This is an optimization exercise on Yosys and OpenROAD, whose aim is small area, a short achievable clock period and few clock cycles, not a production implementation.
At most, simulation tests tie the RTL to the original design; equivalence was not proved.
Function not checked in runs 1 to 5: the RTL went through the layout flow alone.
No activity file was given, so power comes from the tool's default toggle rates.

==> design/flow/design.v <==
package tlg_pkg;
	localparam int MAX_WIDTH  = 32;
	localparam int MAX_HEIGHT = 32;
	localparam int COL_W      = $clog2(MAX_WIDTH);
	localparam int ROW_W      = $clog2(MAX_HEIGHT);
	localparam int SIZE_W     = 7;
	localparam int CELL_W     = 2;
	localparam int COL_BITS   = MAX_HEIGHT * CELL_W;
	localparam logic [CELL_W-1:0] CELL_DEAD  = 2'd0;
	localparam logic [CELL_W-1:0] CELL_BORN  = 2'd1;
	localparam logic [CELL_W-1:0] CELL_ALIVE = 2'd2;
	localparam logic [CELL_W-1:0] CELL_DYING = 2'd3;
	localparam logic [1:0] KIND_WRITE = 2'd0;
	localparam logic [1:0] KIND_READ  = 2'd1;
	localparam logic [1:0] KIND_STEP  = 2'd2;
	localparam logic [1:0] KIND_NONE  = 2'd3;
	function automatic logic [4:0] clamp_m1(input logic [SIZE_W-1:0] v);
		logic [4:0] r;
		if (v < SIZE_W'(3)) begin
			r = 5'd2;
		end else if (v > SIZE_W'(32)) begin
			r = 5'd31;
		end else begin
			r = 5'(v - SIZE_W'(1));
		end
		clamp_m1 = r;
	endfunction
endpackage
module tlg_ram (
	input  logic                          clk,
	input  logic [tlg_pkg::COL_BITS-1:0]  d1,
	input  logic [tlg_pkg::COL_BITS-1:0]  d3,
	output logic [tlg_pkg::COL_BITS-1:0]  slot0,
	output logic [tlg_pkg::COL_BITS-1:0]  slot1,
	output logic [tlg_pkg::COL_BITS-1:0]  slot2,
	output logic [tlg_pkg::COL_BITS-1:0]  slot3
);
	localparam int S = tlg_pkg::MAX_WIDTH;
	logic [S-1:0][tlg_pkg::COL_BITS-1:0] ring_q;
	always_ff @(posedge clk) begin
		ring_q[0] <= ring_q[S-1];
		ring_q[1] <= d1;
		ring_q[2] <= ring_q[1];
		ring_q[3] <= d3;
		for (int k = 4; k < S; k++) begin
			ring_q[k] <= ring_q[k-1];
		end
	end
	assign slot0 = ring_q[0];
	assign slot1 = ring_q[1];
	assign slot2 = ring_q[2];
	assign slot3 = ring_q[3];
endmodule
module tlg_rule (
	input  logic [tlg_pkg::CELL_W-1:0] centre,
	input  logic [3:0]                 t,
	output logic [tlg_pkg::CELL_W-1:0] next_cell
);
	logic live, t3, t4;
	assign live = centre[0] ^ centre[1];
	assign t3   = t == 4'd3;
	assign t4   = t == 4'd4;
	assign next_cell[1] = live;
	assign next_cell[0] = live ? !(t3 || t4) : t3;
endmodule
module tlg_cell (
	input  logic [tlg_pkg::MAX_HEIGHT-1:0][1:0] hs,
	input  logic [1:0]                          hs_last,   
	input  logic [tlg_pkg::COL_BITS-1:0]        centre,
	input  logic [tlg_pkg::ROW_W-1:0]           hm1,
	output logic [tlg_pkg::COL_BITS-1:0]        next_col
);
	localparam int H = tlg_pkg::MAX_HEIGHT;
	for (genvar r = 0; r < H; r++) begin : g_row
		logic [1:0] hu, hd, nx;
		logic [3:0] t;
		if (r == 0) begin : g_first
			assign hu = hs_last;
		end else begin : g_mid
			assign hu = hs[r-1];
		end
		assign hd = (hm1 == 5'(r)) ? hs[0] : hs[(r + 1) % H];
		assign t  = 4'(hu) + 4'(hs[r]) + 4'(hd);
		tlg_rule u_rule (
			.centre    (centre[2*r +: 2]),
			.t         (t),
			.next_cell (nx)
		);
		assign next_col[2*r +: 2] = (5'(r) <= hm1) ? nx : centre[2*r +: 2];
	end
endmodule
module toroidal_life_generation_step (
	input  logic        clk,
	input  logic        arst_n,
	input  logic        cfg_we,
	input  logic        cfg_index,
	input  logic [6:0]  cfg_data,
	input  logic        s_tvalid,
	output logic        s_tready,
	input  logic [15:0] s_tdata,    
	input  logic [1:0]  s_tuser,    
	output logic        m_tvalid,
	input  logic        m_tready,
	output logic [7:0]  m_tdata     
);
	localparam int H  = tlg_pkg::MAX_HEIGHT;
	localparam int CB = tlg_pkg::COL_BITS;
	localparam int CW = tlg_pkg::COL_W;
	localparam int RW = tlg_pkg::ROW_W;
	localparam int QD = 3;    
	localparam int IW = 14;   
	logic [CW-1:0] wm1_q;
	logic [RW-1:0] hm1_q;
	logic          clr_q;
	logic [CW-1:0] pcol_q;
	logic          ready_q;
	logic          v1_q, vb_q;
	logic [IW-1:0] it1_q, itb_q;
	logic          first_q;          
	logic          run_q, genb_q;
	logic [CW-1:0] rem_q;
	logic [RW-1:0] gh_q;
	logic          sw_ok_q;
	logic [1:0]    cnt_q;
	logic          mvalid_q;
	logic [QD-1:0][1:0] q_q;
	logic [H-1:0]      prev_q, sw_q, s0_q;
	logic [H-1:0][1:0] hs_q;
	logic [1:0]        hs_last_q;
	logic          w32, slot2_ok;
	logic [CW-1:0] k2;
	logic [H-1:0]  live_d3;
	logic          accept, adv, done1, wr_hit, rd_hit, gen_start, gen_a, last_a, slot3_ok;
	logic          is_rd1, is_wr1, is_step1, is_rdb, is_stepb, pop;
	logic [1:0]    kind1;
	logic [RW-1:0] row1;
	logic [CW-1:0] col1, k3;
	logic [1:0]    wd1;
	logic          v1_d, vb_d;
	logic [IW-1:0] item_in, it1_d, itb_d;
	logic [1:0]    cnt_d, inflight_d;
	logic [CB-1:0] slot0, slot1, slot2, slot3, d1, d3, gen_col;
	logic [H-1:0]  live0, live1, left, right;
	logic [H-1:0][1:0] hs;
	logic [1:0]    rd_val;
	assign item_in = {s_tuser, s_tdata[10:6], s_tdata[4:0], s_tdata[13:12]};
	assign {kind1, row1, col1, wd1} = it1_q;
	assign is_rd1   = kind1 == tlg_pkg::KIND_READ;
	assign is_wr1   = kind1 == tlg_pkg::KIND_WRITE;
	assign is_step1 = kind1 == tlg_pkg::KIND_STEP;
	assign is_rdb   = itb_q[IW-1:IW-2] == tlg_pkg::KIND_READ;
	assign is_stepb = itb_q[IW-1:IW-2] == tlg_pkg::KIND_STEP;
	assign k3       = pcol_q - CW'(3);
	assign k2       = pcol_q - CW'(2);
	assign slot3_ok = !(clr_q && pcol_q < CW'(3));
	assign slot2_ok = !(clr_q && pcol_q < CW'(2));
	assign wr_hit    = v1_q && is_wr1 && !run_q && !genb_q && pcol_q == col1;
	assign rd_hit    = v1_q && is_rd1 && k3 == col1;
	assign w32       = wm1_q == '1;
	assign gen_start = v1_q && is_step1 && first_q && (w32 ? !genb_q && !clr_q : sw_ok_q);
	assign done1     = wr_hit || rd_hit || gen_start || (v1_q && kind1 == tlg_pkg::KIND_NONE);
	assign s_tready = ready_q;
	assign accept   = s_tvalid && ready_q;
	assign pop      = m_tready && mvalid_q;
	assign adv = !v1_q || done1;
	always_comb begin
		v1_d  = v1_q;
		vb_d  = vb_q;
		it1_d = it1_q;
		itb_d = itb_q;
		if (adv) begin
			if (vb_q) begin
				v1_d  = 1'b1;
				it1_d = itb_q;
				vb_d  = accept;
				itb_d = item_in;
			end else begin
				v1_d  = accept;
				it1_d = item_in;
			end
		end else if (accept) begin
			vb_d  = 1'b1;
			itb_d = item_in;
		end
	end
	assign cnt_d      = cnt_q - 2'(pop) + 2'(rd_hit);
	assign inflight_d = 2'(v1_d && it1_d[IW-1:IW-2] == tlg_pkg::KIND_READ)
		+ 2'(vb_d && itb_d[IW-1:IW-2] == tlg_pkg::KIND_READ);
	always_ff @(posedge clk) begin
		it1_q <= it1_d;
		itb_q <= itb_d;
	end
	always_ff @(posedge clk or negedge arst_n) begin
		if (!arst_n) begin
			wm1_q <= CW'(tlg_pkg::MAX_WIDTH - 1);
			hm1_q <= RW'(H - 1);
		end else if (cfg_we) begin
			if (cfg_index) begin
				hm1_q <= tlg_pkg::clamp_m1(cfg_data);
			end else begin
				wm1_q <= tlg_pkg::clamp_m1(cfg_data);
			end
		end
	end
	assign gen_a  = gen_start || run_q;
	assign last_a = run_q && rem_q == '0;
	always_ff @(posedge clk or negedge arst_n) begin
		if (!arst_n) begin
			clr_q    <= 1'b1;
			pcol_q   <= '0;
			first_q  <= 1'b0;
			ready_q  <= 1'b0;
			v1_q     <= 1'b0;
			vb_q     <= 1'b0;
			run_q    <= 1'b0;
			genb_q   <= 1'b0;
			sw_ok_q  <= 1'b0;
			cnt_q    <= '0;
			mvalid_q <= 1'b0;
		end else begin
			pcol_q  <= pcol_q + CW'(1);
			first_q <= pcol_q == '0;
			if (pcol_q == '1) begin
				clr_q <= 1'b0;
			end
			v1_q     <= v1_d;
			vb_q     <= vb_d;
			cnt_q    <= cnt_d;
			mvalid_q <= cnt_d != '0;
			ready_q  <= !(v1_d && vb_d) && (cnt_d + inflight_d < 2'(QD))
				&& !(v1_d && it1_d[IW-1:IW-2] == tlg_pkg::KIND_STEP)
				&& !(vb_d && itb_d[IW-1:IW-2] == tlg_pkg::KIND_STEP);
			run_q    <= gen_a && !last_a;
			genb_q   <= gen_a;
			if ((cfg_we && !cfg_index) || gen_start || (wr_hit && col1 == wm1_q)) begin
				sw_ok_q <= 1'b0;
			end else if (k2 == wm1_q && slot2_ok) begin
				sw_ok_q <= 1'b1;
			end
		end
	end
	always_ff @(posedge clk) begin
		if (gen_start) begin
			rem_q <= wm1_q - CW'(1);
		end else begin
			rem_q <= rem_q - CW'(1);
		end
		if (!(gen_a || genb_q)) begin
			gh_q <= hm1_q;
		end
	end
	always_comb begin
		for (int r = 0; r < H; r++) begin
			if (wr_hit && row1 == RW'(r)) begin
				d1[2*r +: 2] = wd1;
			end else if (clr_q) begin
				d1[2*r +: 2] = tlg_pkg::CELL_DEAD;
			end else begin
				d1[2*r +: 2] = slot0[2*r +: 2];
			end
		end
	end
	assign d3 = genb_q ? gen_col : slot2;
	tlg_ram u_grid (
		.clk   (clk),
		.d1    (d1),
		.d3    (d3),
		.slot0 (slot0),
		.slot1 (slot1),
		.slot2 (slot2),
		.slot3 (slot3)
	);
	always_comb begin
		for (int r = 0; r < H; r++) begin
			live0[r] = slot0[2*r] ^ slot0[2*r+1];
			live1[r] = slot1[2*r] ^ slot1[2*r+1];
			live_d3[r] = d3[2*r] ^ d3[2*r+1];
		end
	end
	assign left  = (first_q && !w32) ? sw_q : prev_q;
	assign right = last_a ? s0_q : live0;
	always_comb begin
		for (int r = 0; r < H; r++) begin
			hs[r] = 2'(left[r]) + 2'(live1[r]) + 2'(right[r]);
		end
	end
	always_ff @(posedge clk) begin
		prev_q    <= live1;
		hs_q      <= hs;
		hs_last_q <= hs[gh_q];
		if (k2 == wm1_q) begin
			sw_q <= live_d3;
		end
		if (first_q) begin
			s0_q <= live1;
		end
	end
	tlg_cell u_gen (
		.hs       (hs_q),
		.hs_last  (hs_last_q),
		.centre   (slot2),
		.hm1      (gh_q),
		.next_col (gen_col)
	);
	assign rd_val = slot3_ok ? slot3[2*row1 +: 2] : tlg_pkg::CELL_DEAD;
	always_ff @(posedge clk) begin
		for (int i = 0; i < QD; i++) begin
			if (rd_hit && 2'(i) == cnt_q - 2'(pop)) begin
				q_q[i] <= rd_val;
			end else if (pop) begin
				q_q[i] <= (i < QD - 1) ? q_q[(i + 1) % QD] : q_q[i];
			end
		end
	end
	assign m_tvalid = mvalid_q;
	assign m_tdata  = {6'd0, q_q[0]};
endmodule
==> design/flow/run.sh <==
#!/bin/bash
# synth_recipe.tcl (not shown) runs the flow's synth.tcl, then flattens the netlist and writes it again
# the make line also repeats each setting of config.mk as NAME=value (left out here)
make -C /OpenROAD-flow-scripts/flow DESIGN_CONFIG=/design/flow/config.mk WORK_HOME=/design/flow/orfs CLKGATE_MAP_FILE= SYNTH_SCRIPT=/design/flow/synth_recipe.tcl finish
==> design/flow/config.mk <==
export PLATFORM = sky130hd
export DESIGN_NAME = toroidal_life_generation_step
export DESIGN_NICKNAME = toroidal_life_generation_step
export VERILOG_FILES = /design/flow/design.v
export SDC_FILE = /design/flow/constraint.sdc
export NUM_CORES = 4
export LEC_CHECK = 0
export CAP_MARGIN = 20
export CORE_MARGIN = 2
export CORE_UTILIZATION = 30
export SLEW_MARGIN = 20
==> design/flow/constraint.sdc <==
create_clock -name core_clock -period 8.0 [get_ports {clk}]
set_input_delay 1.6000 -clock core_clock [delete_from_list [all_inputs] [get_ports {clk}]]
set_output_delay 1.6000 -clock core_clock [all_outputs]
set_load 0.01 [all_outputs]
==> reports/qor.yml, run 1 <==
route:
  initialDrtViolationCount: 1417
  avgViaCountPerCell: 3.974
  dr_total_vias: 28200
  wl_per_cell_um: 14.33
  ant_nets: 0
  drc: 0
  firstDrtPassIters: 8
  drt_wl_total_mm: 101.7
layout:
  area_growth_pct: 17.16
  instances_no_fill: 7095
  final_nets: 4508
  fin_util: 0.3545
  drive_above_1_share: 0.1160
global_routing:
  grt_pass1_wl_mm: 159.9
  track_usage: 0.09940
  grt_max_degree: 67
  grt_antenna_before_repair: 4
  first_global_vias: 28780
  gr-total-overflow: 0
floorplanning:
  die_h_um: 453.2
  initial_utilization: 0.3026
  die_w_um: 453.2
  rows: 164
  core_um2: 200100
  die_area_um2: 205400
  io_pins: 41
clock_network:
  cts_setup_buffers: 0
  clk_path_buf_depth: 3
  clk_latency_ns: 0.82
  cts_resized: 0
  h-tree-depth: 4
  cts_tree: "yes"
  postCtsHoldBufs: 0
  cts.clk_slew.worst_paths_ns: 0.07
  cts_root_buffer: "clkbuf_16"
  cts_buffers: 200
  cts.sinks: 2280
synth:
  yosysSeqAreaShare: 0.7728
  synth_edf_count: 99
  async_reset_ff_frac: 0.01140
  synth_cells: 4097
  avgSynthCellArea_um2: 14.77
  synth_flop_cell: "dfxtp_1"
  syn_area_um2: 60530
  synth.distinct_cells: 77
  ys_warn_count: 2
  synth_seq_cells: 2280
critical_path:
  crit_start: "gh_q[0]$_DFFE_PN_"
  critPathRequiredTime_ns: 8.54
  end_kind: "flop"
  critPathMaxFanout: 15
  r2r-start: "gh_q[0]$_DFFE_PN_"
  r2r_cells: 11
  crit_type: "flop to flop"
  endpoint: "sw_q[5]$_DFFE_PP_"
  rr_endpoint: "sw_q[5]$_DFFE_PP_"
  worst_ep_arrival_time_ns: 4.99
  r2r_slack_ns: 3.55
  start_kind: "flop"
timing:
  drv_slew: 0
  setup_tns_ns: 0
  fin_worst_skew_ns: 0.03714
  relSlewSlack: 0.3209
  rsz0062_at_grt: "false"
  finalCritPeriodShare: 0.5567
  layout_min_cycle_time_ns: 4.453
  setup_violations: 0
  worstMarginPinSlew_ns: 1.016
  hold_viol: 0
  fmax_mhz: 224.6
min_path:
  hold_class: "flop to flop"
placed_design:
  hpwl_mm: 63.57
  io_buffers: 30
  gp_congestion: 0.8428
  dp.cells: 6727
power:
  powerDensity_nw_per_um2: 333.1
  peakVddDrop_v: 0.0001912
  p_leak_nw: 28.32
run_status:
  outcome: "complete, no violations"
flow_run:
  cap_violations: 0
## per-layer routing
metal / track usage / vias up / part of all wire
met5: 0 / - / 0
met4: 0.04667 / 0 / 0.038
met3: 0.01993 / 217 / 0.044
met2: 0.1491 / 540 / 0.43
met1: 0.1371 / 13630 / 0.49
li1: - / 13810 / -
## power by group
part	switching, mW	internal [mW]
clock	4.14	5.53
sequential	0.298	12.0
combinational	1.05	0.627
## metrics by stage
| step | hold WS (ns) | worst slack, ns | instance area, um^2 | total power, mW |
|---|---|---|---|---|
| floorplan | 0.3096 | 0.9443 | 60550 | 13.51 |
| global placement | 0.3095 | 3.393 | 64010 | 14.15 |
| detailed placement | 0.3121 | 3.373 | 64010 | 14.20 |
| CTS | 0.2933 | 3.348 | 70920 | 23.90 |
| global route | 0.2994 | 3.294 | 70920 | 24.57 |
| finish | 0.2993 | 3.547 | 70920 | 23.63 |
## critical path, stage by stage (launching register included)
cell,delay [ns]
edfxtp_1,0.92
nand2b_1,0.34
nor4b_1,0.73
mux2_2,0.42
ha_1,0.23
inv_1,0.07
fa_1,0.45
nand4_1,0.11
a21oi_1,0.06
or3_1,0.38
nor2_1,0.11
mux2_2,0.34
## cell type report
cell class / count / area [um^2]
fillers: 18980 / 129100
clock inverters: 71 / 917.1
flip-flops and latches: 2280 / 46780
clock buffers: 296 / 5986
multi-input cells: 1582 / 12850
diodes: 1 / 2.502
well taps: 2656 / 3323
inverters: 156 / 585.6
repair buffers: 53 / 473.0
## cell families after synthesis
| logic type | count (synthesis) | share of synthesized area |
|---|---|---|
| adder cells (fa/ha/maj) | 204 | 0.05420 |
| AND/OR/NAND/NOR | 631 | 0.05259 |
| AO/OA/AOI/OAI | 359 | 0.03528 |
| XOR/XNOR | 183 | 0.02660 |
| flip-flops | 2280 | 0.7728 |
| buffers and inverters | 240 | 0.01571 |
| multiplexers | 199 | 0.04275 |
| other | 1 | 0.00006195 |
## layout by cell type, fill, tap and decap left out, types with 12 or more instances in the layout
master	Yosys	routed
a211oi_1	12	12
a21o_1	14	14
a21oi_1	109	109
a31oi_1	18	18
buf_4	11	23
clkbuf_1	56	43
clkbuf_16	0	208
clkbuf_8	0	45
clkdlybuf4s50_1	0	30
clkinv_2	0	29
dfrtp_1	15	14
dfxtp_1	2155	2154
edfxtp_1	99	99
fa_1	97	97
ha_1	107	107
inv_1	156	156
mux2_2	94	94
mux2i_1	65	65
mux4_2	37	37
nand2_1	183	182
nand2b_1	90	90
nand3_1	30	30
nand3b_1	18	18
nor2_1	149	149
nor2b_1	51	51
nor3_1	32	31
o211ai_1	17	17
o21ai_0	127	127
xnor2_1	108	108
xor2_1	74	74
## sequential cells by signal (all words and copies together) (netlist names), 6 cells and up
register,count
q_q,6
hs_q,64
u_grid.ring_q,2048
itb_q,14
it1_q,14
s0_q,32
sw_q,32
prev_q,32
## synthesized netlist by cell type (18+ instances only)
cell / n / area share
nand2_1: 183 / 0.011
mux2_2: 94 / 0.017
nand3_1: 30 / 0.0025
nand2b_1: 90 / 0.0093
nand3b_1: 18 / 0.0022
inv_1: 156 / 0.0097
xnor2_1: 108 / 0.016
a31oi_1: 18 / 0.0019
o21ai_0: 127 / 0.011
edfxtp_1: 99 / 0.049
mux4_2: 37 / 0.014
xor2_1: 74 / 0.011
dfxtp_1: 2155 / 0.71
nor3_1: 32 / 0.0026
clkbuf_1: 56 / 0.0035
a21oi_1: 109 / 0.0090
fa_1: 97 / 0.032
ha_1: 107 / 0.022
mux2i_1: 65 / 0.011
nor2_1: 149 / 0.0092
nor2b_1: 51 / 0.0053
## worst min-delay path by stage
stage / cells after the start / startpoint / endpoint / slack, ns
2_1_floorplan: 0 / u_grid.ring_q[1984]$_DFF_P_ / u_grid.ring_q[0]$_DFF_P_ / 0.31
3_3_place_gp: 0 / u_grid.ring_q[856]$_DFF_P_ / u_grid.ring_q[920]$_DFF_P_ / 0.31
3_5_place_dp: 0 / u_grid.ring_q[1807]$_DFF_P_ / u_grid.ring_q[1871]$_DFF_P_ / 0.31
4_1_cts: 0 / u_grid.ring_q[299]$_DFF_P_ / u_grid.ring_q[363]$_DFF_P_ / 0.29
5_1_grt: 0 / u_grid.ring_q[880]$_DFF_P_ / u_grid.ring_q[944]$_DFF_P_ / 0.30
6_report: 0 / u_grid.ring_q[299]$_DFF_P_ / u_grid.ring_q[363]$_DFF_P_ / 0.30
==> run 2, diff against run 1 <==
--- a/design/flow/config.mk
+++ b/design/flow/config.mk
@@ -6,6 +6,8 @@
 export NUM_CORES = 4
 export LEC_CHECK = 0
+export ABC_CLOCK_PERIOD_IN_PS = 3000
 export CAP_MARGIN = 20
 export CORE_MARGIN = 2
-export CORE_UTILIZATION = 30
+export CORE_UTILIZATION = 50
+export SETUP_SLACK_MARGIN = 4.6
 export SLEW_MARGIN = 20
==> reports/qor.yml, run 2 <==
run_status:
  outcome: "complete, no violations"
timing:
  layout_setup_ws_ns: 4.528
  drv_slew: 0
  worstMarginPinSlew_ns: 1.054
  rsz0062_at_grt: "true"
  fin_worst_skew_ns: 0.04303
  hold_viol: 0
  setup_violations: 0
  setup_tns_ns: 0
  fmax_mhz: 288.0
  layout_min_cycle_time_ns: 3.472
  finalCritPeriodShare: 0.4340
  relSlewSlack: 0.2956
layout:
  fin_util: 0.5986
  area_growth_pct: 18.65
  final_cell_mix: "dfxtp_1, clkbuf_16, nand2_1, inv_1, nor2_1"
  final_area_um2: 71820
  antenna_cells: 0
  largestRegisters: "u_grid.ring_q x2048, hs_q x64"
  largest_register_ffs: 2048
  final_nets: 4618
  largest_register: "u_grid.ring_q"
  final_common_cell: "dfxtp_1"
  drive_above_1_share: 0.1705
power:
  peakVddDrop_v: 0.0002598
  power.total_mw: 23.96
  powerDensity_nw_per_um2: 333.7
  p_leak_nw: 29.21
critical_path:
  crit_type: "flop to flop"
  critPathMaxFanout: 8
  crit_start: "gh_q[3]$_DFFE_PN_"
  r2r-start: "gh_q[3]$_DFFE_PN_"
  critPathRequiredTime_ns: 8.54
  worst_ep_arrival_time_ns: 4.01
  cp_slowest_stage_delay_ns: 0.44
  end_kind: "flop"
  crit_path_cell_trace: "buf_12 -> buf_4 -> nor4b_4 -> buf_4 -> mux2_4 -> ha_4 -> inv_2 -> fa_1 -> nand4_1 -> a21oi_2 -> or3_4 -> nor2_4 -> mux2_4"
  start_kind: "flop"
  crit_buf_inv: 4
  critPathSlowestCell: "edfxtp_1"
  cpLargestDelayFamily: "simple AND/OR/NAND/NOR gates"
global_routing:
  grt_max_degree: 67
  grt_antenna_before_repair: 0
  first_global_vias: 28640
  gr-total-overflow: 0
  track_usage: 0.1711
  grt_pass1_wl_mm: 162.3
clock_network:
  cts.sinks: 2280
  cts_root_buffer: "clkbuf_16"
  postCtsHoldBufs: 0
  cts_tree: "yes"
  cts_buffers: 201
  cts.clk_slew.worst_paths_ns: 0.06
  clk_path_buf_depth: 3
  h-tree-depth: 4
  clk_latency_ns: 0.83
synth:
  ys_warn_count: 2
  avgSynthCellArea_um2: 14.77
  yosys.area.top_type: "dfxtp_1"
  yosys-top-cells-area: "dfxtp_1, edfxtp_1, fa_1, ha_1, mux2_2"
  synth_seq_cells: 2280
  async_reset_ff_frac: 0.01140
  synth_top_cell_area_share: 0.7127
  synth_flop_cell: "dfxtp_1"
  synth.distinct_cells: 77
  yosysSeqAreaShare: 0.7728
  synth_common_cells: "dfxtp_1, nand2_1, inv_1"
  synth.most_common_cell: "dfxtp_1"
  synth_cells: 4097
  synth_edf_count: 99
  syn_area_um2: 60530
floorplanning:
  die_area_um2: 123900
  initial_utilization: 0.5045
  io_pins: 41
  core_um2: 120000
  rows: 127
  die_w_um: 351.9
  die_h_um: 351.9
min_path:
  hold_class: "flop to flop"
  min_from: "u_grid.ring_q[653]$_DFF_P_"
route:
  firstDrtPassIters: 6
  drc: 0
  drt_wl_total_mm: 105.0
  dr_total_vias: 28770
  wl_per_cell_um: 17.05
  ant_nets: 0
  initialDrtViolationCount: 1583
  avgViaCountPerCell: 4.672
flow_run:
  cap_violations: 0
placed_design:
  hpwl_mm: 61.12
  io_buffers: 30
  gp_congestion: 0.8033
  post-place-ws_ns: 3.295
  place_area_um2: 62750
-- run 2: layout make-up --
class | instances | area [um^2]
tap | 1612 | 2017
clock buffer | 291 | 5974
sequential | 2280 | 46780
inverter | 156 | 585.6
multi-input combinational | 1583 | 13910
fill | 9166 | 48150
timing repair buffer | 161 | 1753
clock inverter | 75 | 797.0
-- run 2: repair_timing --
| item | in CTS | in global routing |
|---|---|---|
| gates cloned | 10 | 1 |
| setup endpoints to repair | 78 | 64 |
| setup buffers | 57 | 41 |
| pin swaps | 47 | 69 |
| resized for setup | 144 | 133 |
-- run 2: cell families after synthesis --
kind of cell | count (synthesis) | share of synthesized area
AND/OR/NAND/NOR | 631 | 0.05259
other | 1 | 0.00006195
multiplexers | 199 | 0.04275
flip-flops | 2280 | 0.7728
adder cells (fa/ha/maj) | 204 | 0.05420
AO/OA/AOI/OAI | 359 | 0.03528
XOR/XNOR | 183 | 0.02660
buffers and inverters | 240 | 0.01571
-- run 2: report_power, final --
group          total (mW)  switching (mW)  internal (mW)
logic                2.16            1.27          0.890
clock network        9.56            4.07           5.49
registers            12.2           0.267           12.0
-- run 2: through the flow --
step | instances | hold slack (ns)
6_report | 6158 | 0.3041
4_1_cts | 6116 | 0.3000
3_3_place_gp | 5683 | 0.3095
3_5_place_dp | 5683 | 0.3121
5_1_grt | 6158 | 0.3069
2_1_floorplan | 4102 | 0.3096
-- run 2: per-layer routing --
layer | part of all wire | vias to the layer above | track usage
met1 | 0.49 | 13910 | 0.2407
met3 | 0.052 | 230 | 0.04135
met5 | 0 | - | 0
met4 | 0.036 | 0 | 0.07202
li1 | - | 14050 | -
met2 | 0.43 | 584 | 0.2529
-- run 2: worst reg2reg max path, delay by kind of cell, from the launching register on --
kind / cells / cell delay [ns]
AND/OR/NAND/NOR: 4 / 0.90
flip-flops: 1 / 0.44
AO/OA/AOI/OAI: 1 / 0.06
buffers and inverters: 4 / 0.57
adder cells (fa/ha/maj): 2 / 0.61
multiplexers: 2 / 0.61
-- run 2: final timing paths --
path                                                   end  slack (ns)  cells past startpoint
worst max-delay path                     sw_q[5]$_DFFE_PP_        4.53                     13
max in group asynchronous             wm1_q[3]$_DFFE_PN1P_        6.52                      2
worst min register to register  u_grid.ring_q[717]$_DFF_P_        0.30                      0
worst min-delay path            u_grid.ring_q[717]$_DFF_P_        0.30                      0
min in group asynchronous              pcol_q[2]$_DFF_PN0_        1.15                      2
worst max register to register           sw_q[5]$_DFFE_PP_        4.53                     13
==> run 3, diff against run 2 <==
--- a/design/flow/design.v
+++ b/design/flow/design.v
@@ -68,5 +68,5 @@
 	input  logic [1:0]                          hs_last,   
 	input  logic [tlg_pkg::COL_BITS-1:0]        centre,
-	input  logic [tlg_pkg::ROW_W-1:0]           hm1,
+	input  logic [tlg_pkg::MAX_HEIGHT-1:0]      keep,      
 	output logic [tlg_pkg::COL_BITS-1:0]        next_col
 );
@@ -80,5 +80,5 @@
 			assign hu = hs[r-1];
 		end
-		assign hd = (hm1 == 5'(r)) ? hs[0] : hs[(r + 1) % H];
+		assign hd = hs[(r + 1) % H];
 		assign t  = 4'(hu) + 4'(hs[r]) + 4'(hd);
 		tlg_rule u_rule (
@@ -87,5 +87,5 @@
 			.next_cell (nx)
 		);
-		assign next_col[2*r +: 2] = (5'(r) <= hm1) ? nx : centre[2*r +: 2];
+		assign next_col[2*r +: 2] = keep[r] ? centre[2*r +: 2] : nx;
 	end
 endmodule
@@ -128,7 +128,7 @@
 	logic [H-1:0][1:0] hs_q;
 	logic [1:0]        hs_last_q;
-	logic          w32, slot2_ok;
-	logic [CW-1:0] k2;
-	logic [H-1:0]  live_d3;
+	logic          w32, w31;
+	logic [RW-1:0] gha;
+	logic [H-1:0]  live3, keep;
 	logic          accept, adv, done1, wr_hit, rd_hit, gen_start, gen_a, last_a, slot3_ok;
 	logic          is_rd1, is_wr1, is_step1, is_rdb, is_stepb, pop;
@@ -142,5 +142,5 @@
 	logic [CB-1:0] slot0, slot1, slot2, slot3, d1, d3, gen_col;
 	logic [H-1:0]  live0, live1, left, right;
-	logic [H-1:0][1:0] hs;
+	logic [H-1:0][1:0] hs, hsx;
 	logic [1:0]    rd_val;
 	assign item_in = {s_tuser, s_tdata[10:6], s_tdata[4:0], s_tdata[13:12]};
@@ -152,11 +152,11 @@
 	assign is_stepb = itb_q[IW-1:IW-2] == tlg_pkg::KIND_STEP;
 	assign k3       = pcol_q - CW'(3);
-	assign k2       = pcol_q - CW'(2);
 	assign slot3_ok = !(clr_q && pcol_q < CW'(3));
-	assign slot2_ok = !(clr_q && pcol_q < CW'(2));
 	assign wr_hit    = v1_q && is_wr1 && !run_q && !genb_q && pcol_q == col1;
 	assign rd_hit    = v1_q && is_rd1 && k3 == col1;
-	assign w32       = wm1_q == '1;
-	assign gen_start = v1_q && is_step1 && first_q && (w32 ? !genb_q && !clr_q : sw_ok_q);
+	assign w32       = wm1_q == CW'(31);
+	assign w31       = wm1_q == CW'(30);
+	assign gen_start = v1_q && is_step1 && first_q && !clr_q
+		&& (w32 ? !genb_q : (w31 || sw_ok_q));
 	assign done1     = wr_hit || rd_hit || gen_start || (v1_q && kind1 == tlg_pkg::KIND_NONE);
 	assign s_tready = ready_q;
@@ -235,5 +235,5 @@
 			if ((cfg_we && !cfg_index) || gen_start || (wr_hit && col1 == wm1_q)) begin
 				sw_ok_q <= 1'b0;
-			end else if (k2 == wm1_q && slot2_ok) begin
+			end else if (k3 == wm1_q && slot3_ok && !gen_a && !genb_q) begin
 				sw_ok_q <= 1'b1;
 			end
@@ -246,5 +246,5 @@
 			rem_q <= rem_q - CW'(1);
 		end
-		if (!(gen_a || genb_q)) begin
+		if (gen_start) begin
 			gh_q <= hm1_q;
 		end
@@ -275,20 +275,25 @@
 			live0[r] = slot0[2*r] ^ slot0[2*r+1];
 			live1[r] = slot1[2*r] ^ slot1[2*r+1];
-			live_d3[r] = d3[2*r] ^ d3[2*r+1];
+			live3[r] = slot3[2*r] ^ slot3[2*r+1];
 		end
 	end
-	assign left  = (first_q && !w32) ? sw_q : prev_q;
+	assign left  = (first_q && !w32) ? (w31 ? live3 : sw_q) : prev_q;
 	assign right = last_a ? s0_q : live0;
+	assign gha = run_q ? gh_q : hm1_q;
 	always_comb begin
 		for (int r = 0; r < H; r++) begin
 			hs[r] = 2'(left[r]) + 2'(live1[r]) + 2'(right[r]);
 		end
+		for (int r = 1; r < H; r++) begin
+			hsx[r] = (gha == RW'(r - 1)) ? hs[0] : hs[r];
+		end
+		hsx[0] = hs[0];
 	end
 	always_ff @(posedge clk) begin
 		prev_q    <= live1;
-		hs_q      <= hs;
-		hs_last_q <= hs[gh_q];
-		if (k2 == wm1_q) begin
-			sw_q <= live_d3;
+		hs_q      <= hsx;
+		hs_last_q <= hs[gha];
+		if (k3 == wm1_q) begin
+			sw_q <= live3;
 		end
 		if (first_q) begin
@@ -296,9 +301,14 @@
 		end
 	end
+	always_comb begin
+		for (int r = 0; r < H; r++) begin
+			keep[r] = RW'(r) > gh_q;
+		end
+	end
 	tlg_cell u_gen (
 		.hs       (hs_q),
 		.hs_last  (hs_last_q),
 		.centre   (slot2),
-		.hm1      (gh_q),
+		.keep     (keep),
 		.next_col (gen_col)
 	);
--- a/design/flow/config.mk
+++ b/design/flow/config.mk
@@ -10,4 +10,4 @@
 export CORE_MARGIN = 2
 export CORE_UTILIZATION = 50
-export SETUP_SLACK_MARGIN = 4.6
+export SETUP_SLACK_MARGIN = 5
 export SLEW_MARGIN = 20
==> reports/qor.yml, run 3 <==
layout:
  drive_above_1_share: 0.1469
  area_growth_pct: 16.39
  fin_util: 0.5852
  largest_register_ffs: 2048
  largest_register: "u_grid.ring_q"
  final_nets: 4387
  largestRegisters: "u_grid.ring_q x2048, hs_q x64"
  final_cell_mix: "dfxtp_1, clkbuf_16, mux2_2, nand2_1, nor2_1"
  final_area_um2: 69930
  final_common_cell: "dfxtp_1"
  instances_no_fill: 5938
route:
  avgViaCountPerCell: 4.698
  drc: 0
  dr_total_vias: 27890
  ant_nets: 0
  drt_wl_total_mm: 104.9
  firstDrtPassIters: 5
  initialDrtViolationCount: 1506
  wl_per_cell_um: 17.67
critical_path:
  worst_ep_arrival_time_ns: 4.02
  crit_type: "flop to flop"
  r2r_cells: 12
  r2r-start: "wm1_q[3]$_DFFE_PN1P_"
  cp_common_cell: "buf_12"
  critPathRequiredTime_ns: 8.70
  start_kind: "flop"
  crit_start: "wm1_q[3]$_DFFE_PN1P_"
  critPathMaxFanout: 6
  critPathSlowestCell: "fa_1"
  crit_path_cell_trace: "and4_4 -> nor2b_4 -> buf_12 -> buf_12 -> buf_12 -> mux2i_4 -> o21ai_2 -> fa_1 -> mux4_2 -> nand2b_1 -> a41o_1 -> o21ai_1"
  cp_slowest_stage_delay_ns: 0.55
  end_kind: "flop"
floorplanning:
  die_h_um: 350.7
  die_area_um2: 123000
  core_um2: 119500
  rows: 127
  initial_utilization: 0.5028
  io_pins: 41
  die_w_um: 350.7
placed_design:
  io_buffers: 30
  gp_congestion: 0.8888
  dp.cells: 5531
  place_area_um2: 62280
  hpwl_mm: 63.55
clock_network:
  cts.clk_slew.worst_paths_ns: 0.06
  h-tree-depth: 4
  clk_latency_ns: 0.82
  cts_tree: "yes"
  cts.sinks: 2280
  cts_root_buffer: "clkbuf_16"
  cts_buffers: 202
  clk_path_buf_depth: 3
  postCtsHoldBufs: 0
timing:
  hold_slack_ns: 0.3029
  fin_worst_skew_ns: 0.04130
  layout_min_cycle_time_ns: 3.317
  setup_violations: 0
  relSlewSlack: 0.2021
  finalCritPeriodShare: 0.4146
  fmax_mhz: 301.5
  hold_viol: 0
  worstMarginPinSlew_ns: 1.197
  rsz0062_at_grt: "true"
  drv_slew: 0
  setup_tns_ns: 0
synth:
  synth_edf_count: 99
  synth_seq_cells: 2280
  synth_common_cells: "dfxtp_1, mux2_2, nand2_1"
  ys_warn_count: 2
  synth_flop_cell: "dfxtp_1"
  synth.distinct_cells: 74
  synth.most_common_cell: "dfxtp_1"
  yosys.area.top_type: "dfxtp_1"
  synth_cells: 3948
  synth_top_cell_area_share: 0.7180
  syn_area_um2: 60090
  yosys-top-cells-area: "dfxtp_1, edfxtp_1, fa_1, mux2_2, ha_1"
  yosysSeqAreaShare: 0.7785
  async_reset_ff_frac: 0.01140
  avgSynthCellArea_um2: 15.22
global_routing:
  gr-total-overflow: 0
  busiest_layer: "met2"
  grt_antenna_before_repair: 5
  grt_pass1_wl_mm: 161.3
  track_usage: 0.1747
  first_global_vias: 27730
  met2_usage: 0.2517
  use_met3: 0.04146
  grt_max_degree: 36
  grtUsageMet1: 0.2492
flow_run:
  cap_violations: 0
min_path:
  whs_path_depth: 0
  min_from: "u_grid.ring_q[1444]$_DFF_P_"
  hold_class: "flop to flop"
power:
  p_leak_nw: 28.38
  peakVddDrop_v: 0.0002260
  powerDensity_nw_per_um2: 333.2
run_status:
  outcome: "complete, no violations"
[run 3: cell types whose count changed after synthesis, sizes merged, moves of 14 or more]
cell and change:
nand2 -25, o21ai -54, nand3b -16, mux2 +64
nand2b -72, a21oi +38, or3 +15, mux2i -14
nor2b +53, nand3 +25, inv -121
[run 3: kinds of logic after synthesis]
kind of cell | synth area share
xor gates and xnor gates | 0.02792
and+or+nand+nor | 0.04737
buffers and inverters | 0.007830
adders and majority gates | 0.05414
muxes | 0.05071
AOI/OAI and AO/OA | 0.03342
other | 0.00006241
DFF | 0.7785
[run 3: worst paths after layout]
check,endpoint,slack (ns)
max,hs_last_q[0]$_DFF_P_,4.68
min,u_grid.ring_q[1508]$_DFF_P_,0.30
max reg2reg,hs_last_q[0]$_DFF_P_,4.68
min reg2reg,u_grid.ring_q[1508]$_DFF_P_,0.30
max in group asynchronous,clr_q$_DFFE_PN1N_,6.49
min in group asynchronous,ready_q$_DFF_PN0_,1.16
[run 3: area by class of cell]
type	count	area [um^2]
fillers	9364	49560
diodes	3	7.507
clock inverters	82	1087
well taps	1612	2017
multi-input cells	1564	13130
inverters	35	148.9
clock buffers	290	5972
repair buffers	72	779.5
flip-flops and latches	2280	46790
[run 3: critical path, delay by kind of cell, from the launching register on]
kind	cells	cell delay [ns]
adder cells (fa/ha/maj)	1	0.55
AND/OR/NAND/NOR	3	0.54
AO/OA/AOI/OAI	3	0.43
multiplexers	2	0.72
buffers and inverters	3	0.41
flip-flops	1	0.54
[run 3: power by group]
group	switching (mW)	internal, mW
Combinational	0.868	0.552
Clock	4.14	5.76
Sequential	0.221	11.8
Total	5.23	18.1
[run 3: stage by stage]
step / worst slack, ns / total power [mW]
after global routing: 4.607 / 24.17
final: 4.683 / 23.30
after floorplan: 4.974 / 13.00
after global placement: 3.307 / 13.50
after detailed placement: 3.488 / 13.52
after CTS: 4.681 / 23.54
[run 3: timing repair]
action	4_1_cts	5_1_grt
gates resized for setup	55	26
pin swaps	17	8
setup endpoints to repair	138	35
cloned	5	1
buffers inserted	25	1
[run 3: layer usage]
metal / vias to the layer above / wire length, um
li1: 13570 / -
met1: 13500 / 52010
met2: 595 / 43750
met3: 231 / 5253
met4: 0 / 3928
met5: - / 0
==> run 4, diff against run 3 <==
--- a/design/flow/design.v
+++ b/design/flow/design.v
@@ -58,9 +58,9 @@
 );
 	logic live, t3, t4;
-	assign live = centre[0] ^ centre[1];
+	assign live = centre[0];
 	assign t3   = t == 4'd3;
 	assign t4   = t == 4'd4;
 	assign next_cell[1] = live;
-	assign next_cell[0] = live ? !(t3 || t4) : t3;
+	assign next_cell[0] = live ? (t3 || t4) : t3;
 endmodule
 module tlg_cell (
@@ -128,5 +128,6 @@
 	logic [H-1:0][1:0] hs_q;
 	logic [1:0]        hs_last_q;
-	logic          w32, w31;
+	logic          w32, w31, lsw_q, l3_q;
+	logic [CW-1:0] wm1_d;
 	logic [RW-1:0] gha;
 	logic [H-1:0]  live3, keep;
@@ -143,6 +144,6 @@
 	logic [H-1:0]  live0, live1, left, right;
 	logic [H-1:0][1:0] hs, hsx;
-	logic [1:0]    rd_val;
-	assign item_in = {s_tuser, s_tdata[10:6], s_tdata[4:0], s_tdata[13:12]};
+	logic [1:0]    rd_val, rd_cell;
+	assign item_in = {s_tuser, s_tdata[10:6], s_tdata[4:0], s_tdata[13], s_tdata[13] ^ s_tdata[12]};
 	assign {kind1, row1, col1, wd1} = it1_q;
 	assign is_rd1   = kind1 == tlg_pkg::KIND_READ;
@@ -159,4 +160,5 @@
 	assign gen_start = v1_q && is_step1 && first_q && !clr_q
 		&& (w32 ? !genb_q : (w31 || sw_ok_q));
+	assign wm1_d = (cfg_we && !cfg_index) ? tlg_pkg::clamp_m1(cfg_data) : wm1_q;
 	assign done1     = wr_hit || rd_hit || gen_start || (v1_q && kind1 == tlg_pkg::KIND_NONE);
 	assign s_tready = ready_q;
@@ -210,4 +212,6 @@
 			pcol_q   <= '0;
 			first_q  <= 1'b0;
+			lsw_q    <= 1'b0;
+			l3_q     <= 1'b0;
 			ready_q  <= 1'b0;
 			v1_q     <= 1'b0;
@@ -221,4 +225,6 @@
 			pcol_q  <= pcol_q + CW'(1);
 			first_q <= pcol_q == '0;
+			lsw_q   <= pcol_q == '0 && wm1_d < CW'(30);
+			l3_q    <= pcol_q == '0 && wm1_d == CW'(30);
 			if (pcol_q == '1) begin
 				clr_q <= 1'b0;
@@ -273,10 +279,10 @@
 	always_comb begin
 		for (int r = 0; r < H; r++) begin
-			live0[r] = slot0[2*r] ^ slot0[2*r+1];
-			live1[r] = slot1[2*r] ^ slot1[2*r+1];
-			live3[r] = slot3[2*r] ^ slot3[2*r+1];
+			live0[r] = slot0[2*r];
+			live1[r] = slot1[2*r];
+			live3[r] = slot3[2*r];
 		end
 	end
-	assign left  = (first_q && !w32) ? (w31 ? live3 : sw_q) : prev_q;
+	assign left  = lsw_q ? sw_q : (l3_q ? live3 : prev_q);
 	assign right = last_a ? s0_q : live0;
 	assign gha = run_q ? gh_q : hm1_q;
@@ -313,5 +319,6 @@
 		.next_col (gen_col)
 	);
-	assign rd_val = slot3_ok ? slot3[2*row1 +: 2] : tlg_pkg::CELL_DEAD;
+	assign rd_cell = slot3[2*row1 +: 2];
+	assign rd_val  = slot3_ok ? {rd_cell[1], rd_cell[1] ^ rd_cell[0]} : tlg_pkg::CELL_DEAD;
 	always_ff @(posedge clk) begin
 		for (int i = 0; i < QD; i++) begin
--- a/design/flow/config.mk
+++ b/design/flow/config.mk
@@ -10,4 +10,6 @@
 export CORE_MARGIN = 2
 export CORE_UTILIZATION = 50
+export CTS_CLUSTER_DIAMETER = 80
+export CTS_CLUSTER_SIZE = 24
 export SETUP_SLACK_MARGIN = 5
 export SLEW_MARGIN = 20
==> reports/qor.yml, run 4 <==
timing:
  rsz0062_at_grt: "true"
  drv_slew: 0
  fin_worst_skew_ns: 0.04153
  hold_slack_ns: 0.3030
  worstMarginPinSlew_ns: 1.171
  finalCritPeriodShare: 0.3699
  hold_viol: 0
  fmax_mhz: 337.9
  setup_tns_ns: 0
  relSlewSlack: 0.2039
  setup_violations: 0
  layout_setup_ws_ns: 5.041
  layout_min_cycle_time_ns: 2.959
global_routing:
  grt_max_degree: 65
  use_met3: 0.02785
  grtUsageMet1: 0.2331
  busiest_layer: "met2"
  first_global_vias: 24480
  met2_usage: 0.2411
  grt_antenna_before_repair: 11
  grt_pass1_wl_mm: 143.0
  gr-total-overflow: 0
  track_usage: 0.1599
synth:
  synth_top_cell_area_share: 0.7378
  yosys.area.top_type: "dfxtp_1"
  synth.most_common_cell: "dfxtp_1"
  avgSynthCellArea_um2: 15.88
  synth.distinct_cells: 66
  yosys-top-cells-area: "dfxtp_1, edfxtp_1, fa_1, mux2i_1, mux2_2"
  synth_flop_cell: "dfxtp_1"
  yosysSeqAreaShare: 0.8019
  synth_cells: 3628
  ys_warn_count: 2
  synth_common_cells: "dfxtp_1, mux2i_1, mux2_2"
  async_reset_ff_frac: 0.01244
  synth_edf_count: 99
  syn_area_um2: 57600
  synth_seq_cells: 2250
route:
  ant_nets: 0
  wl_per_cell_um: 17.54
  drc: 0
  firstDrtPassIters: 5
  avgViaCountPerCell: 4.710
  dr_total_vias: 24900
  initialDrtViolationCount: 1601
  drt_wl_total_mm: 92.74
critical_path:
  worst_ep_arrival_time_ns: 3.53
  cpLargestDelayFamily: "simple AND/OR/NAND/NOR gates"
  end_kind: "flop"
  cp_slowest_stage_delay_ns: 0.59
  crit_type: "flop to flop"
  critPathSlowestCell: "fa_1"
  critPathRequiredTime_ns: 8.57
  critPathMaxFanout: 16
  r2r-start: "rem_q[1]$_DFF_P_"
  crit_path_cell_trace: "nor4_2 -> nand3b_1 -> buf_4 -> buf_16 -> mux2i_1 -> fa_1 -> nand2_1 -> a31oi_1 -> o22ai_1 -> nor2_2 -> o21ai_0"
  crit_buf_inv: 2
  start_kind: "flop"
  crit_start: "rem_q[1]$_DFF_P_"
placed_design:
  hpwl_mm: 58.71
  io_buffers: 30
  gp_congestion: 0.8611
  post-place-ws_ns: 4.139
  place_area_um2: 59640
layout:
  largestRegisters: "u_grid.ring_q x2048, hs_q x64"
  final_nets: 3965
  area_growth_pct: 9.414
  final_area_um2: 63020
  drive_above_1_share: 0.09867
  final_cell_mix: "dfxtp_1, mux2i_1, mux2_2, nor2_1, nor2b_1"
  largest_register_ffs: 2048
  largest_register: "u_grid.ring_q"
  final_common_cell: "dfxtp_1"
power:
  power.total_mw: 18.69
  peakVddDrop_v: 0.0002336
  p_leak_nw: 25.25
  powerDensity_nw_per_um2: 296.5
floorplanning:
  io_pins: 41
  die_w_um: 343.4
  rows: 124
  initial_utilization: 0.5038
  core_um2: 114300
  die_area_um2: 117900
  die_h_um: 343.4
clock_network:
  cts.clk_slew.worst_paths_ns: 0.10
  cts.sinks: 2250
  clk_latency_ns: 0.74
  h-tree-depth: 3
  cts_buffers: 106
  cts_tree: "yes"
  cts_root_buffer: "clkbuf_16"
  clk_path_buf_depth: 3
min_path:
  hold_class: "flop to flop"
  min_from: "u_grid.ring_q[1949]$_DFF_P_"
flow_run:
  cap_violations: 0
run_status:
  outcome: "complete, no violations"
==> run 4: report_power, final <==
group          switching, mW  internal [mW]
Clock                   3.27           2.52
Sequential             0.151           11.5
Combinational          0.806          0.410
==> run 4: final cells by class <==
| cell class | instances | area [um^2] |
|---|---|---|
| diodes | 6 | 15.01 |
| multi-input cells | 1250 | 11030 |
| repair buffers | 68 | 660.6 |
| fillers | 9094 | 51320 |
| well taps | 1512 | 1892 |
| clock inverters | 15 | 201.4 |
| inverters | 57 | 214.0 |
| flip-flops and latches | 2250 | 46200 |
| clock buffers | 130 | 2806 |
==> run 4: through the flow <==
stage / utilization / cells
4_1_cts: 0.5497 / 5277
5_1_grt: 0.5510 / 5282
6_report: 0.5512 / 5288
3_5_place_dp: 0.5216 / 5116
3_3_place_gp: 0.5216 / 5116
2_1_floorplan: - / 3633
==> run 4: final timing paths <==
path / depth (start not counted) / slack, ns / endpoint
worst max-delay path: 11 / 5.04 / hs_last_q[0]$_DFF_P_
max in group asynchronous: 2 / 6.41 / clr_q$_DFFE_PN1N_
worst max register to register: 11 / 5.04 / hs_last_q[0]$_DFF_P_
worst min register to register: 0 / 0.30 / u_grid.ring_q[2013]$_DFF_P_
worst min-delay path: 0 / 0.30 / u_grid.ring_q[2013]$_DFF_P_
min in group asynchronous: 2 / 1.26 / run_q$_DFF_PN0_
==> run 4: what timing repair did <==
action / 4_1_cts / 5_1_grt
gates resized for setup: 33 / 26
buffers inserted: 14 / 5
endpoints found under the setup margin: 92 / 10
hold buffers: 0 / 0
gates cloned: 2 / 0
pin swaps: 2 / 7
==> run 4: metal layers <==
metal	share of wire	up-vias	wire (um)
li1	-	12140	-
met5	0	-	0
met4	0.035	0	3230
met1	0.49	12100	45730
met3	0.044	184	4114
met2	0.43	486	39660
==> run 4: cell families after synthesis <==
family | count (synthesis) | synth area share
AO/OA/AOI/OAI | 226 | 0.02381
XOR/XNOR | 58 | 0.009188
adder cells (fa/ha/maj) | 201 | 0.05630
buffers and inverters | 134 | 0.01004
flip-flops | 2250 | 0.8019
multiplexers | 287 | 0.05758
other | 1 | 0.00006510
AND/OR/NAND/NOR | 471 | 0.04116
==> run 5, diff against run 4 <==
--- a/design/flow/config.mk
+++ b/design/flow/config.mk
@@ -10,6 +10,4 @@
 export CORE_MARGIN = 2
 export CORE_UTILIZATION = 50
-export CTS_CLUSTER_DIAMETER = 80
-export CTS_CLUSTER_SIZE = 24
 export SETUP_SLACK_MARGIN = 5
 export SLEW_MARGIN = 20
==> reports/qor.yml, run 5 <==
global_routing:
  grt_pass1_wl_mm: 147.1
  gr-total-overflow: 0
  grt_antenna_before_repair: 9
  grt_max_degree: 65
  first_global_vias: 25540
  track_usage: 0.1651
layout:
  final_cell_mix: "dfxtp_1, clkbuf_16, mux2i_1, mux2_2, nor2_1"
  instances_no_fill: 5497
  largest_register: "u_grid.ring_q"
  largestRegisters: "u_grid.ring_q x2048, hs_q x64"
  drive_above_1_share: 0.1406
  final_nets: 4060
  final_common_cell: "dfxtp_1"
  nFillCells: 8797
  area_growth_pct: 15.50
  largest_register_ffs: 2048
floorplanning:
  die_h_um: 343.4
  core_um2: 114300
  initial_utilization: 0.5038
  die_w_um: 343.4
  rows: 124
  die_area_um2: 117900
  io_pins: 41
placed_design:
  gp_congestion: 0.8611
  dp.cells: 5116
  io_buffers: 30
  hpwl_mm: 58.71
critical_path:
  crit_path_cell_trace: "clkdlybuf4s50_1 -> or3_4 -> a2111oi_4 -> buf_4 -> a21oi_1 -> mux2_2 -> nand4_1 -> and2_1"
  crit_buf_inv: 2
  cp_slowest_stage_delay_ns: 0.46
  r2r_cells: 10
  crit_cells: 8
  worst_ep_arrival_time_ns: 3.73
  crit_start: "cfg_data[3]"
  crit_type: "primary input to flop"
  rr_endpoint: "hs_last_q[0]$_DFF_P_"
  r2r-start: "rem_q[1]$_DFF_P_"
  r2r_slack_ns: 5.03
  critPathMaxFanout: 4
  critPathRequiredTime_ns: 8.72
  cpLargestDelayFamily: "simple AND/OR/NAND/NOR gates"
  start_kind: "primary input"
  end_kind: "flop"
  critPathSlowestCell: "clkdlybuf4s50_1"
timing:
  relSlewSlack: 0.1931
  worstMarginPinSlew_ns: 1.187
  drv_slew: 0
  rsz0062_at_grt: "true"
  layout_min_cycle_time_ns: 3.006
  setup_tns_ns: 0
  setup_violations: 0
  finalCritPeriodShare: 0.3758
  hold_viol: 0
  fin_worst_skew_ns: 0.05701
  fmax_mhz: 332.6
route:
  initialDrtViolationCount: 1451
  firstDrtPassIters: 5
  avgViaCountPerCell: 4.674
  drt_wl_total_mm: 95.16
  ant_nets: 0
  drc: 0
  dr_total_vias: 25690
  wl_per_cell_um: 17.31
synth:
  synth_edf_count: 99
  synth_seq_cells: 2250
  synth_common_cells: "dfxtp_1, mux2i_1, mux2_2"
  synth_flop_cell: "dfxtp_1"
  synth_top_cell_area_share: 0.7378
  yosysSeqAreaShare: 0.8019
  synth.most_common_cell: "dfxtp_1"
  yosys.area.top_type: "dfxtp_1"
  async_reset_ff_frac: 0.01244
  avgSynthCellArea_um2: 15.88
  syn_area_um2: 57600
  synth.distinct_cells: 66
  synth_cells: 3628
  ys_warn_count: 2
  yosys-top-cells-area: "dfxtp_1, edfxtp_1, fa_1, mux2i_1, mux2_2"
power:
  peakVddDrop_v: 0.0002279
  power.total_mw: 22.11
  p_leak_nw: 27.00
  powerDensity_nw_per_um2: 332.4
clock_network:
  h-tree-depth: 4
  cts_tree: "yes"
  cts_root_buffer: "clkbuf_16"
  clk_path_buf_depth: 3
  cts.sinks: 2250
  cts_buffers: 198
  clk_latency_ns: 0.80
  postCtsHoldBufs: 0
  cts.clk_slew.worst_paths_ns: 0.06
flow_run:
  cap_violations: 0
min_path:
  whs_path_depth: 0
  hold_end: "u_grid.ring_q[1826]$_DFF_P_"
  min_from: "u_grid.ring_q[1762]$_DFF_P_"
  hold_class: "flop to flop"
run_status:
  outcome: "complete, no violations"
[run 5: cell count changes in the layout (fill, tap and decap cells not counted), moves of 6 or more]
cell        delta
clkbuf_1      +24
bufinv_16      +8
clkinvlp_4     +6
clkbuf_8      +31
clkbuf_16     +93
clkinv_2      +40
clkinv_16      +7
[run 5: worst max-delay path by stage]
stage                           endpoint  slack [ns]
floorplan              ready_q$_DFF_PN0_        4.91
global placement       ready_q$_DFF_PN0_        4.16
detailed placement     ready_q$_DFF_PN0_        4.14
CTS                           m_tdata[0]        4.91
global route        hs_last_q[0]$_DFF_P_        4.88
finish                   lsw_q$_DFF_PN0_        4.99
[run 5: logic make-up after synthesis]
kind of cell	synth area share
xor gates and xnor gates	0.009188
muxes	0.05758
and+or+nand+nor	0.04116
buffers and inverters	0.01004
DFF	0.8019
other	0.00006510
adders and majority gates	0.05630
AOI/OAI and AO/OA	0.02381
[run 5: per-layer routing]
layer | global-route usage | vias up | wire length (um)
met3 | 0.03316 | 197 | 4543
met4 | 0.06850 | 0 | 3194
met2 | 0.2454 | 577 | 40900
met5 | 0 | - | 0
met1 | 0.2367 | 12500 | 46530
li1 | - | 12420 | -
[run 5: timing repair]
action,in CTS,in global routing
pin swaps,2,7
setup endpoints to repair,75,19
resized for setup,32,27
cloned,2,0
setup buffers,13,9
[run 5: stage by stage]
stage	util	hold WS, ns	setup slack [ns]	instance area (um^2)
floorplan	-	0.3096	4.907	57670
global placement	0.5216	0.3095	4.161	59640
detailed placement	0.5216	0.3121	4.139	59640
CTS	0.5802	0.2999	4.910	66340
global route	0.5818	0.3116	4.882	66520
finish	0.5818	0.3059	4.994	66530
[run 5: final cells by class]
type | instances | area (um^2) | area share
Antenna cell | 3 | 7.507 | 0.0001128
Sequential cell | 2250 | 46200 | 0.6945
Clock buffer | 278 | 5650 | 0.08493
Multi-Input combinational cell | 1250 | 11030 | 0.1657
Inverter | 57 | 214.0 | 0.003216
Tap cell | 1512 | 1892 | 0.02844
Timing Repair Buffer | 71 | 696.9 | 0.01048
Clock inverter | 76 | 838.3 | 0.01260
[run 5: worst register-to-register path, cell delays in order (launching register included)]
cell and delay [ns]:
dfxtp_1 0.32, nor4_2 0.29, nand3b_1 0.18, buf_4 0.20
buf_16 0.19, mux2i_1 0.21, fa_1 0.49, mux4_2 0.49
o22ai_1 0.24, o21ai_0 0.13, o21ai_0 0.13
[run 5: report_power, final]
group / leakage (nW) / internal (mW) / total (mW) / switching [mW]
registers: 18.3 / 11.5 / 11.7 / 0.152
clock network: 3.19 / 5.22 / 9.19 / 3.97
logic: 5.49 / 0.423 / 1.23 / 0.810
total: 27.0 / 17.2 / 22.1 / 4.93
==> run 6, diff against run 5 <==
--- a/design/flow/design.v
+++ b/design/flow/design.v
@@ -125,5 +125,5 @@
 	logic          mvalid_q;
 	logic [QD-1:0][1:0] q_q;
-	logic [H-1:0]      prev_q, sw_q, s0_q;
+	logic [H-1:0]      sw_q;
 	logic [H-1:0][1:0] hs_q;
 	logic [1:0]        hs_last_q;
@@ -142,5 +142,5 @@
 	logic [1:0]    cnt_d, inflight_d;
 	logic [CB-1:0] slot0, slot1, slot2, slot3, d1, d3, gen_col;
-	logic [H-1:0]  live0, live1, left, right;
+	logic [H-1:0]  live0, live1, live2, left, right;
 	logic [H-1:0][1:0] hs, hsx;
 	logic [1:0]    rd_val, rd_cell;
@@ -281,9 +281,10 @@
 			live0[r] = slot0[2*r];
 			live1[r] = slot1[2*r];
+			live2[r] = slot2[2*r];
 			live3[r] = slot3[2*r];
 		end
 	end
-	assign left  = lsw_q ? sw_q : (l3_q ? live3 : prev_q);
-	assign right = last_a ? s0_q : live0;
+	assign left  = lsw_q ? sw_q : (l3_q ? live3 : live2);
+	assign right = last_a ? sw_q : live0;
 	assign gha = run_q ? gh_q : hm1_q;
 	always_comb begin
@@ -297,13 +298,11 @@
 	end
 	always_ff @(posedge clk) begin
-		prev_q    <= live1;
 		hs_q      <= hsx;
 		hs_last_q <= hs[gha];
-		if (k3 == wm1_q) begin
+		if (gen_start) begin
+			sw_q <= live1;
+		end else if (k3 == wm1_q && !gen_a && !genb_q) begin
 			sw_q <= live3;
 		end
-		if (first_q) begin
-			s0_q <= live1;
-		end
 	end
 	always_comb begin
--- a/design/flow/config.mk
+++ b/design/flow/config.mk
@@ -9,5 +9,7 @@
 export CAP_MARGIN = 20
 export CORE_MARGIN = 2
-export CORE_UTILIZATION = 50
+export CORE_UTILIZATION = 60
+export CTS_CLUSTER_DIAMETER = 60
+export CTS_CLUSTER_SIZE = 32
 export SETUP_SLACK_MARGIN = 5
 export SLEW_MARGIN = 20
==> reports/qor.yml, run 6 <==
synth:
  synth.distinct_cells: 69
  synth_edf_count: 67
  syn_area_um2: 56890
  avgSynthCellArea_um2: 15.53
  async_reset_ff_frac: 0.01262
  synth.most_common_cell: "dfxtp_1"
  ys_warn_count: 2
  synth_seq_cells: 2218
  yosys-top-cells-area: "dfxtp_1, edfxtp_1, fa_1, mux2i_1, mux2_2"
  yosys.area.top_type: "dfxtp_1"
  synth_cells: 3664
  synth_top_cell_area_share: 0.7470
  synth_flop_cell: "dfxtp_1"
  yosysSeqAreaShare: 0.7949
  synth_common_cells: "dfxtp_1, mux2i_1, nand2_1"
clock_network:
  h-tree-depth: 3
  cts_buffers: 109
  cts_root_buffer: "clkbuf_16"
  postCtsHoldBufs: 0
  cts.clk_slew.worst_paths_ns: 0.11
  cts_tree: "yes"
  clk_path_buf_depth: 3
  cts.sinks: 2218
  clk_latency_ns: 0.73
floorplanning:
  initial_utilization: 0.6078
  rows: 112
  die_h_um: 311.9
  core_um2: 93610
  die_w_um: 311.9
  io_pins: 41
  die_area_um2: 97300
critical_path:
  cp_common_cell: "xor2_1"
  start_kind: "flop"
  r2r-start: "pcol_q[0]$_DFF_PN0_"
  critPathMaxFanout: 5
  crit_type: "flop to flop"
  critPathRequiredTime_ns: 8.63
  cp_slowest_stage_delay_ns: 0.50
  cpLargestDelayFamily: "simple AND/OR/NAND/NOR gates"
  critPathSlowestCell: "or4_4"
  end_kind: "flop"
  crit_start: "pcol_q[0]$_DFF_PN0_"
  crit_path_cell_trace: "inv_2 -> ha_4 -> xor2_1 -> or3_1 -> or4_4 -> nand3_1 -> a2bb2oi_2 -> and3b_2 -> fa_2 -> xor2_1 -> and2_4 -> a41oi_2 -> o31ai_1 -> a21oi_1"
  crit_buf_inv: 1
  worst_ep_arrival_time_ns: 4.01
layout:
  largestRegisters: "u_grid.ring_q x2048, hs_q x64, sw_q x32"
  final_common_cell: "dfxtp_1"
  drive_above_1_share: 0.1213
  final_cell_mix: "dfxtp_1, mux2i_1, nand2_1, mux2_2, nor2_1"
  final_nets: 4022
  area_growth_pct: 11.55
  largest_register_ffs: 2048
  fin_util: 0.6780
  largest_register: "u_grid.ring_q"
timing:
  hold_slack_ns: 0.3129
  layout_setup_ws_ns: 4.620
  fin_worst_skew_ns: 0.02982
  relSlewSlack: 0.2632
  setup_tns_ns: 0
  rsz0062_at_grt: "true"
  drv_slew: 0
  fmax_mhz: 295.8
  layout_min_cycle_time_ns: 3.380
  setup_violations: 0
  worstMarginPinSlew_ns: 1.105
  finalCritPeriodShare: 0.4226
  hold_viol: 0
route:
  ant_nets: 0
  drt_wl_total_mm: 101.1
  wl_per_cell_um: 19.73
  avgViaCountPerCell: 4.976
  dr_total_vias: 25500
  firstDrtPassIters: 5
  initialDrtViolationCount: 1587
  drc: 0
power:
  power.total_mw: 19.17
  p_comb_frac: 0.058
  powerDensity_nw_per_um2: 302.1
  peakVddDrop_v: 0.0002731
  switchingPower_mw: 4.615
  pwr-share-clk: 0.349
  p_seq_frac: 0.594
  switching_share: 0.2407
  p_leak_nw: 25.58
  internal_power_mw: 14.56
global_routing:
  gr-total-overflow: 0
  track_usage: 0.2106
  grt_antenna_before_repair: 3
  grt_pass1_wl_mm: 155.8
  grt_max_degree: 65
  first_global_vias: 26580
run_status:
  outcome: "complete, no violations"
placed_design:
  post-place-ws_ns: 3.769
  io_buffers: 30
  hpwl_mm: 63.53
  gp_congestion: 0.8684
min_path:
  min_from: "u_grid.ring_q[866]$_DFF_P_"
  hold_class: "flop to flop"
flow_run:
  cap_violations: 0
-- run 6: cell types whose count changed after synthesis, sizes merged, moves of 5 or more --
cell    delta
a21oi     +13
and3       -9
buf        -5
clkbuf    +10
edfxtp    -32
nand2     +23
nand3      +8
o21ai     +24
-- run 6: power by group through the flow --
stage	clock, mW	combinational (mW)	sequential, mW
finish	6.68	1.10	11.4
CTS	6.84	1.09	11.4
global route	7.25	1.17	11.4
detailed placement	0	0.998	11.6
floorplan	0	0.645	11.6
global placement	0	0.984	11.6
-- run 6: final cells by class --
type                       instances  area (um^2)
sequential                      2218        45240
timing repair buffer              91        988.4
antenna                            5        12.51
inverter                          55        235.2
clock buffer                     118         2823
multi-input combinational       1315        11420
fill                            6508        30140
clock inverter                    69         1179
tap                             1254         1569
-- run 6: metal layers --
metal  global-route usage  vias to the layer above  part of all wire
met1               0.2921                    12470              0.47
met4              0.07747                        0             0.035
li1                     -                    12310                 -
met5                    0                        -                 0
met3              0.03729                      195             0.046
met2               0.3349                      526              0.45
-- run 6: repair_timing --
action	in CTS	in global routing
setup endpoints to repair	130	37
pin swaps	6	9
setup buffers	27	8
gates cloned	5	0
resized for setup	55	23
-- run 6: cells by family (layout without fill, tap and decap cells) --
logic type	count (synthesis)	in the layout	share of synthesized area
buf+inv	137	333	0.009786
fa+ha+maj	201	201	0.05700
compound gates	266	266	0.02760
mux	283	283	0.05771
xor+xnor	59	59	0.009346
flops	2218	2218	0.7949
simple gates	499	500	0.04357
other cells	1	11	0.00006591
-- run 6: metrics by stage --
step	instance area (um^2)	std cells
finish	63470	5125
global route	63460	5120
global placement	58740	4892
detailed placement	58740	4893
floorplan	57060	3669
CTS	63280	5112
-- run 6: worst register-to-register path: stages, from the launching register on --
cell	delay (ns)
dfrtp_2	0.44
inv_2	0.09
ha_4	0.20
xor2_1	0.13
or3_1	0.31
or4_4	0.50
nand3_1	0.17
a2bb2oi_2	0.16
and3b_2	0.24
fa_2	0.36
xor2_1	0.15
and2_4	0.15
a41oi_2	0.16
o31ai_1	0.11
a21oi_1	0.14
-- run 6: path summary, 6_finish.rpt --
path	to	slack [ns]	cells past startpoint
worst max register to register	ready_q$_DFF_PN0_	4.62	14
worst max-delay path	ready_q$_DFF_PN0_	4.62	14
worst min register to register	u_grid.ring_q[930]$_DFF_P_	0.31	0
min in group asynchronous	vb_q$_DFF_PN0_	1.25	2
max in group asynchronous	clr_q$_DFFE_PN1N_	6.39	2
worst min-delay path	u_grid.ring_q[930]$_DFF_P_	0.31	0
Testbench counts of run 6, summed over its fixed seeds: cycles 12,625.

-- what the ideal ports hide --
The flow's constraints put no driver on any port. The routed layouts listed below were extracted and timed again, unchanged, in two steps.
Step 1 sets driving cells, clkbuf_16 on the clock port and buf_2 on the other inputs (assumed; they add their load-dependent delay and slew).
Step 2 also shifts input and output timing later by t, the mid clock arrival at the registers, as if the neighbouring blocks saw the same clock.
Slacks: ideal ports / drivers / drivers and shift; pairs: ideal ports / drivers.
| run | t (ns) | slack for setup (ns) | hold WS [ns] | latest minus earliest clock arrival (ns) | worst data-port slew with drivers (ns) |
|---|---|---|---|---|---|
| run 1 | 0.884 | 3.547 / 3.547 / 3.547 | 0.299 / 0.299 / 0.299 | 0.043 / 0.044 | 0.04 |
| run 2 | 0.878 | 4.528 / 4.528 / 4.126 | 0.304 / 0.304 / 0.304 | 0.047 / 0.048 | 0.03 |
| run 3 | 0.875 | 4.683 / 4.683 / 4.332 | 0.303 / 0.303 / 0.303 | 0.043 / 0.043 | 0.03 |
| run 4 | 0.793 | 5.041 / 4.971 / 4.324 | 0.303 / 0.303 / 0.303 | 0.047 / 0.048 | 0.03 |
| run 5 | 0.851 | 4.994 / 4.930 / 4.197 | 0.306 / 0.306 / 0.306 | 0.057 / 0.058 | 0.03 |
| run 6 | 0.784 | 4.620 / 4.620 / 4.016 | 0.313 / 0.313 / 0.313 | 0.032 / 0.033 | 0.03 |
After both steps every run listed still meets setup and hold. For run 5, which loses most, drivers alone change the setup slack by -0.064 ns; drivers and shift together by -0.797 ns.
